This is an optimization exercise on Yosys and OpenROAD, whose aim is small area, a short achievable clock period and few clock cycles per item, not a production implementation. In this exercise RTL edits were held to simulation tests only and were not proved equivalent to the original. Power and IR drop assume default switching activity.

==> yarrow <==
## two_phase_lock_table_with_deadlock_check_core
module two_phase_lock_table_with_deadlock_check_core #(
  parameter int TXN_SLOTS    = tpl_pkg::TxnSlotsDef,
  parameter int LOCK_ENTRIES = tpl_pkg::LockEntriesDef,
  parameter int KEY_BITS     = tpl_pkg::KeyBitsDef
) (
  input  logic          clk_i,
  input  logic          rst_ni,
  input  logic          start_i,
  output logic          busy_o,
  input  logic [38:0]   req_i,
  output logic          done_o,
  output logic [9:0]    rsp_o,
  input  logic          psel,
  input  logic          penable,
  input  logic          pwrite,
  input  logic [2:0]    paddr,
  input  logic [31:0]   pwdata,
  output logic [31:0]   prdata,
  output logic          pready
);
clock: 9.0 ns
lec_check: 0
abc_area: 1
cap_margin: 30
core_margin: 2
core_utilization: 40
cts_buf_list: sky130_fd_sc_hd__clkbuf_8
cts_cluster_diameter: 80
cts_cluster_size: 30
place_density: 0.5
setup_slack_margin: 4.5
slew_margin: 20
run.sh (not shown) runs the stock make flow with config.mk's settings and CLKGATE_MAP_FILE= SYNTH_SCRIPT=/design/flow/synth_recipe.tcl, a recipe that flattens the netlist after the stock synthesis.
==> indigo: changes against yarrow <==
--- a/flow/design.v
+++ b/flow/design.v
@@ -115,13 +115,13 @@
     for (int i = 0; i < N; i++) begin
       rd_ov = rd_ov | (hk_eff[i] & ov_q[i]);
       rd_os = rd_os | ((hk_eff[i] & ov_q[i]) ? os_q[i] : SW'(0));
       rd_sm = rd_sm | (hk_eff[i] ? sm[i] : T'(0));
     end
   end
-  assign found = |hit;
+  assign found = rd_ov || (|rd_sm);
   logic [T-1:0] dos, others, edges;
   logic         x_lock, own, shr, oth_nz, grant_sh, upgrade, blocked;
   assign x_lock   = x_sh | x_ex;
   assign own      = rd_ov && (rd_os == x_t);
   assign shr      = |(rd_sm & x_dt);
   assign others   = rd_sm & ~x_dt;
--- a/flow/config.mk
+++ b/flow/config.mk
@@ -6,12 +6,9 @@
 export NUM_CORES = 8
 export LEC_CHECK = 0
 export ABC_AREA = 1
 export CAP_MARGIN = 30
 export CORE_MARGIN = 2
 export CORE_UTILIZATION = 40
-export CTS_BUF_LIST = sky130_fd_sc_hd__clkbuf_8
-export CTS_CLUSTER_DIAMETER = 80
-export CTS_CLUSTER_SIZE = 30
-export PLACE_DENSITY = 0.5
+export PLACE_DENSITY = 0.45
 export SETUP_SLACK_MARGIN = 4.5
 export SLEW_MARGIN = 20
==> quartz: changes against yarrow <==
--- a/flow/design.v
+++ b/flow/design.v
@@ -63,19 +63,21 @@
   logic [N-1:0][KB-1:0] key_q;
   logic [N-1:0][T-1:0]  smn_q;    
   logic [N-1:0]         ov_q;
   logic [N-1:0][SW-1:0] os_q;
   logic [T-1:0][T-1:0]  row_q;    
   logic [T-1:0]         live_q;
-  logic                 busy_q, init_q, x_v, s_v, done_q, pend_q, dph_q, stw_q, full_q;
+  logic                 init_q, x_v, s_v, done_q, pend_q, dph_q, stw_q, full_q;
   logic [2:0]           s_cmd;
   logic [SW-1:0]        x_t, s_t;
   logic [T-1:0]         x_dt;
   logic                 x_beg, x_sh, x_ex, x_unl, x_end;
   logic [KB-1:0]        x_key, s_key;
   logic [N-1:0]         x_hk;
+  logic                 x_sk;
+  logic [NS-1:0]        alloc_q;
   logic [SW-1:0]        dl_t, v_q;
   logic [T-1:0]         dl_dt, dv_q, reach_q;
   logic                 dl_sh;
   logic [N-1:0]         dl_e;
   logic [9:0]           rsp_q;
   logic [6:0]           maxr_q;
@@ -97,12 +99,15 @@
   always_comb begin
     for (int i = 0; i < N; i++) begin
       sm[i]     = ~smn_q[i];
       used[i]   = ov_q[i] | ~(&smn_q[i]);
       hk_eff[i] = x_hk[i];
     end
+    for (int k = 0; k < NS; k++) begin
+      if (alloc_q[k]) hk_eff[k*SP] = x_sk;
+    end
     for (int i = 0; i < N; i++) begin
       hit[i]  = hk_eff[i] & used[i];
     end
   end
   logic          rd_ov;
   logic [SW-1:0] rd_os;
@@ -126,31 +131,28 @@
   assign shr      = |(rd_sm & x_dt);
   assign others   = rd_sm & ~x_dt;
   assign oth_nz   = |others;
   assign dos      = rd_ov ? (T'(1) << rd_os) : T'(0);
   assign grant_sh = !rd_ov || own;
   assign upgrade  = !rd_ov && !oth_nz;
-  logic [N-1:0] blk_e;
-  assign blocked  = x_lock && (|blk_e);
+  assign blocked  = x_lock && found && (x_sh ? !grant_sh : !(own || upgrade));
   assign edges    = x_sh ? dos : (dos | others);
   logic [NS-1:0] st_free, alloc_sel, alloc_do;
   logic          any_free_st, full, st_wait, lk_new;
-  logic [NS-1:0] st_free_q, below;
-  assign st_free = st_free_q;
   always_comb begin
     for (int k = 0; k < NS; k++) begin
-      below[k] = 1'b0;
-      for (int j = 0; j < k; j++) begin
-        below[k] = below[k] | st_free[j];
-      end
+      st_free[k] = !used[(k*SP + N - 1) % N];
+    end
+    alloc_sel = '0;
+    for (int k = NS - 1; k >= 0; k--) begin
+      if (st_free[k]) alloc_sel = NS'(1) << k;
     end
-    alloc_sel = st_free & ~below;
   end
   assign any_free_st = |st_free;
   assign full        = &used;
-  assign st_wait     = x_lock && !any_free_st && !(stw_q && full_q);
+  assign st_wait     = x_lock && !found && !any_free_st && !(stw_q && full_q);
   assign lk_new      = x_go && x_lock && !found && any_free_st;
   assign alloc_do    = lk_new ? alloc_sel : '0;
   logic [T-1:0] anc, anc_prev;
   logic         anc_conv, dlk, pend_set, x_fin;
   always_comb begin
     anc = '0;
@@ -165,13 +167,13 @@
       end
     end
   end
   assign anc_conv = (anc == anc_prev);
   assign dlk      = (rd_ov && anc[rd_os]) || |(((x_ex ? rd_sm : '0) | x_dt) & anc);
   assign x_fin    = x_go && !st_wait;
-  assign pend_set = x_fin && blocked && (dlk || !anc_conv);
+  assign pend_set = x_go && blocked && (dlk || !anc_conv);
   logic [T-1:0]  rprev, rk, cand;
   logic          r_conv, r_cyc, has;
   logic [SW-1:0] vic;
   always_comb begin
     rprev = reach_q;
     rk    = reach_q;
@@ -205,26 +207,25 @@
   assign oslot      = dlb ? dl_t : x_t;
   assign dclr       = init_q ? {T{1'b1}} : (dlb ? dv_q : x_dt);
   assign dset       = dlb ? dl_dt : x_dt;
   assign omask      = dclr;    
   assign m_all      = init_q || col_clr;
   logic sh_go, ex_go, unl_go;
-  assign sh_go      = x_fin && x_sh;
-  assign ex_go      = x_fin && x_ex;
+  assign sh_go      = x_go && x_sh;
+  assign ex_go      = x_go && x_ex;
   assign unl_go     = x_go && x_unl;
   logic [N-1:0][T-1:0]  nx_smn;
   logic [N-1:0]         nx_ov;
   logic [N-1:0][SW-1:0] nx_os;
   always_comb begin
     for (int i = 0; i < N; i++) begin
       logic m_i, p_i, clr_i, set_i, own_i, oth_i, up_i, rg_i;
       own_i     = ov_q[i] && (os_q[i] == cslot);
       oth_i     = |(sm[i] & ~omask);
       up_i      = !ov_q[i] && !oth_i;
       pass_e[i] = (!ov_q[i] || own_i) && (dl_sh || !oth_i);
-      blk_e[i]  = hit[i] && (x_sh ? (ov_q[i] && !own_i) : !(own_i || up_i));
       rg_i      = dl_e[i] && rg_ok && pass_e[i];
       m_i   = m_all || (hit[i] && ((ex_go && up_i) || (unl_go && !own_i)));
       p_i   = (hit[i] && sh_go && (!ov_q[i] || own_i)) || (rg_i && dl_sh);
       clr_i = init_q || (col_clr && own_i) || (hit[i] && unl_go && own_i);
       set_i = (hit[i] && ex_go && up_i) || (rg_i && !dl_sh);
       for (int k = 0; k < NS; k++) begin
@@ -249,13 +250,13 @@
       if (st_free[k]) begin
         key_q[k*SP] <= x_key;
       end
     end
   end
   logic add_edges;
-  assign add_edges = x_fin && blocked;
+  assign add_edges = x_go && blocked;
   always_ff @(posedge clk_i) begin
     for (int a = 0; a < T; a++) begin
       if (init_q) begin
         row_q[a] <= '0;
       end else if (col_clr) begin
         if (a == int'(cslot)) begin
@@ -313,14 +314,14 @@
   logic [N-1:0]  s_hk;
   logic          sk_s, sk_r;
   logic [2:0]    ld_cmd;
   logic [SW-1:0] ld_t;
   logic [N-1:0]  hk_in;
   logic          sk_in;
-  assign busy_o  = busy_q;
-  assign accept  = start_i && !busy_q;
+  assign busy_o  = s_v || init_q;
+  assign accept  = start_i && !busy_o;
   assign x_free  = !x_v || x_fin;
   assign x_load  = x_free && (s_v || accept);
   assign ld_cmd  = s_v ? s_cmd : req_i[38:36];
   assign ld_t    = s_v ? s_t : req_i[35:32];
   assign sk_r    = (req_i[KB-1:0] == x_key);
   assign sk_s    = (s_key == x_key);
@@ -330,28 +331,28 @@
       hk_in[i] = (key_q[i] == req_i[KB-1:0]);
     end
   end
   always_ff @(posedge clk_i or negedge rst_ni) begin
     if (!rst_ni) begin
       init_q  <= 1'b1;
-      busy_q  <= 1'b1;
       x_v     <= 1'b0;
       s_v     <= 1'b0;
       done_q  <= 1'b0;
       pend_q  <= 1'b0;
       dph_q   <= 1'b0;
+      alloc_q <= '0;
       stw_q   <= 1'b0;
     end else begin
       stw_q   <= x_go && st_wait;
       init_q  <= 1'b0;
       x_v     <= x_load || (x_v && !x_fin);
       s_v     <= (s_v && !x_free) || (accept && !x_free);
-      busy_q  <= (s_v && !x_free) || (accept && !x_free);
       done_q  <= done_d;
       pend_q  <= pend_set || (pend_q && !dla_done && !dlb);
       dph_q   <= dla_go_b;
+      alloc_q <= alloc_do;
     end
   end
   always_ff @(posedge clk_i) begin
     if (!s_v) begin
       s_cmd <= req_i[38:36];
       s_t   <= req_i[35:32];
@@ -370,18 +371,16 @@
       x_beg <= (ld_cmd == tpl_pkg::CmdBegin);
       x_sh  <= (ld_cmd == tpl_pkg::CmdLockSh);
       x_ex  <= (ld_cmd == tpl_pkg::CmdLockEx);
       x_unl <= (ld_cmd == tpl_pkg::CmdUnlock);
       x_end <= (ld_cmd == tpl_pkg::CmdEnd);
       x_key <= s_v ? s_key : req_i[KB-1:0];
+      x_sk  <= sk_in;
       for (int i = 0; i < N; i++) begin
         x_hk[(i + 1) % N] <= s_v ? s_hk[i] : hk_in[i];
       end
-      for (int k = 0; k < NS; k++) begin
-        if (alloc_do[k]) x_hk[k*SP] <= sk_in;
-      end
     end else begin
       for (int i = 0; i < N; i++) begin
         x_hk[(i + 1) % N] <= hk_eff[i];
       end
     end
     if (!pend_q) begin
@@ -402,14 +401,11 @@
     end
     if (dla) begin
       v_q  <= vic;
       dv_q <= T'(1) << vic;
     end
     rsp_q  <= rsp_d;
-    for (int k = 0; k < NS; k++) begin
-      st_free_q[k] <= !used[(k*SP + N - 2) % N];
-    end
     full_q <= full;
   end
   assign done_o = done_q;
   assign rsp_o  = rsp_q;
 endmodule
--- a/flow/config.mk
+++ b/flow/config.mk
@@ -6,12 +6,9 @@
 export NUM_CORES = 8
 export LEC_CHECK = 0
 export ABC_AREA = 1
 export CAP_MARGIN = 30
 export CORE_MARGIN = 2
 export CORE_UTILIZATION = 40
-export CTS_BUF_LIST = sky130_fd_sc_hd__clkbuf_8
-export CTS_CLUSTER_DIAMETER = 80
-export CTS_CLUSTER_SIZE = 30
 export PLACE_DENSITY = 0.5
 export SETUP_SLACK_MARGIN = 4.5
 export SLEW_MARGIN = 20
==> comparison table <==
| quantity | indigo | yarrow | quartz |
|---|---|---|---|
| Result of the run | no timing/DRC/antenna violations | aborted with a tool error | finished with violations |
| Last stage reached | - | global routing | - |
| Layout check failures | - | - | antenna rules |
| Hold WC Path Type | reg -> reg | - | reg -> reg |
| Max-Slew Margin vs Limit | 10.0% | - | 15.4% |
| Proportion of cell area spent on the clock network | 6.92% | - | 7.12% |
| Launch point of the worst hold path | key_q[1400] | - | key_q[19] |
| Antenna violation net count after detailed routing | 0 | - | 3 |
| Xor and xnor fraction of the mapped netlist area | 5.71% | 5.67% | 6.06% |
| Filler instances | 44100 | - | 43000 |
| Routability congestion estimate | 1.21 | 1.23 | 1.20 |
| Overall power consumption | 90600 uW | - | 85600 uW |
| Proportion of power drawn by flip-flops and latches | 33.0% | - | 33.0% |
| Combined area of the multi-input logic cells | 0.0894 mm^2 | - | 0.0879 mm^2 |
| Group with the largest share of power | combinational cells | - | combinational cells |
| Combinational Power Share | 45.3% | - | 44.1% |
| Pwr/cell area | 413 mW/mm^2 | - | 397 mW/mm^2 |
Testbench counts of yarrow, summed over its fixed seeds: cycles 12,603, items 12,000.
Testbench counts of indigo, summed over its fixed seeds: cycles 12,603, items 12,000.
Testbench counts of quartz, summed over its fixed seeds: cycles 12,602, items 12,000.

## what the ideal ports hide
In the flow no input, the clock included, has a driving cell. The finished layouts below were timed again as built, in two steps.
Step 1 sets driving cells, clkbuf_16 on the clock port and buf_2 on the other inputs (assumed; they add their load-dependent delay and slew).
Step 2 adds t to the input delays and takes it off the output delays; t is the mean of the earliest and latest rising clock arrival at the registers after step 1. Input paths then give back, and output paths get back, about the clock's delay inside the block.
a / b / c = no drivers / after step 1 / after step 2; a / b = the first two.
| run | t (ns) | slack for setup (ns) | worst slew at a driven data input, ns |
|---|---|---|---|
| indigo | 1.222 | 3.975 / 3.975 / 3.232 | 0.28 |
| quartz | 1.199 | 4.064 / 4.064 / 3.034 | 0.67 |
For quartz, which loses most, drivers alone change the setup slack by 0.000 ns; drivers and shift together by -1.030 ns.
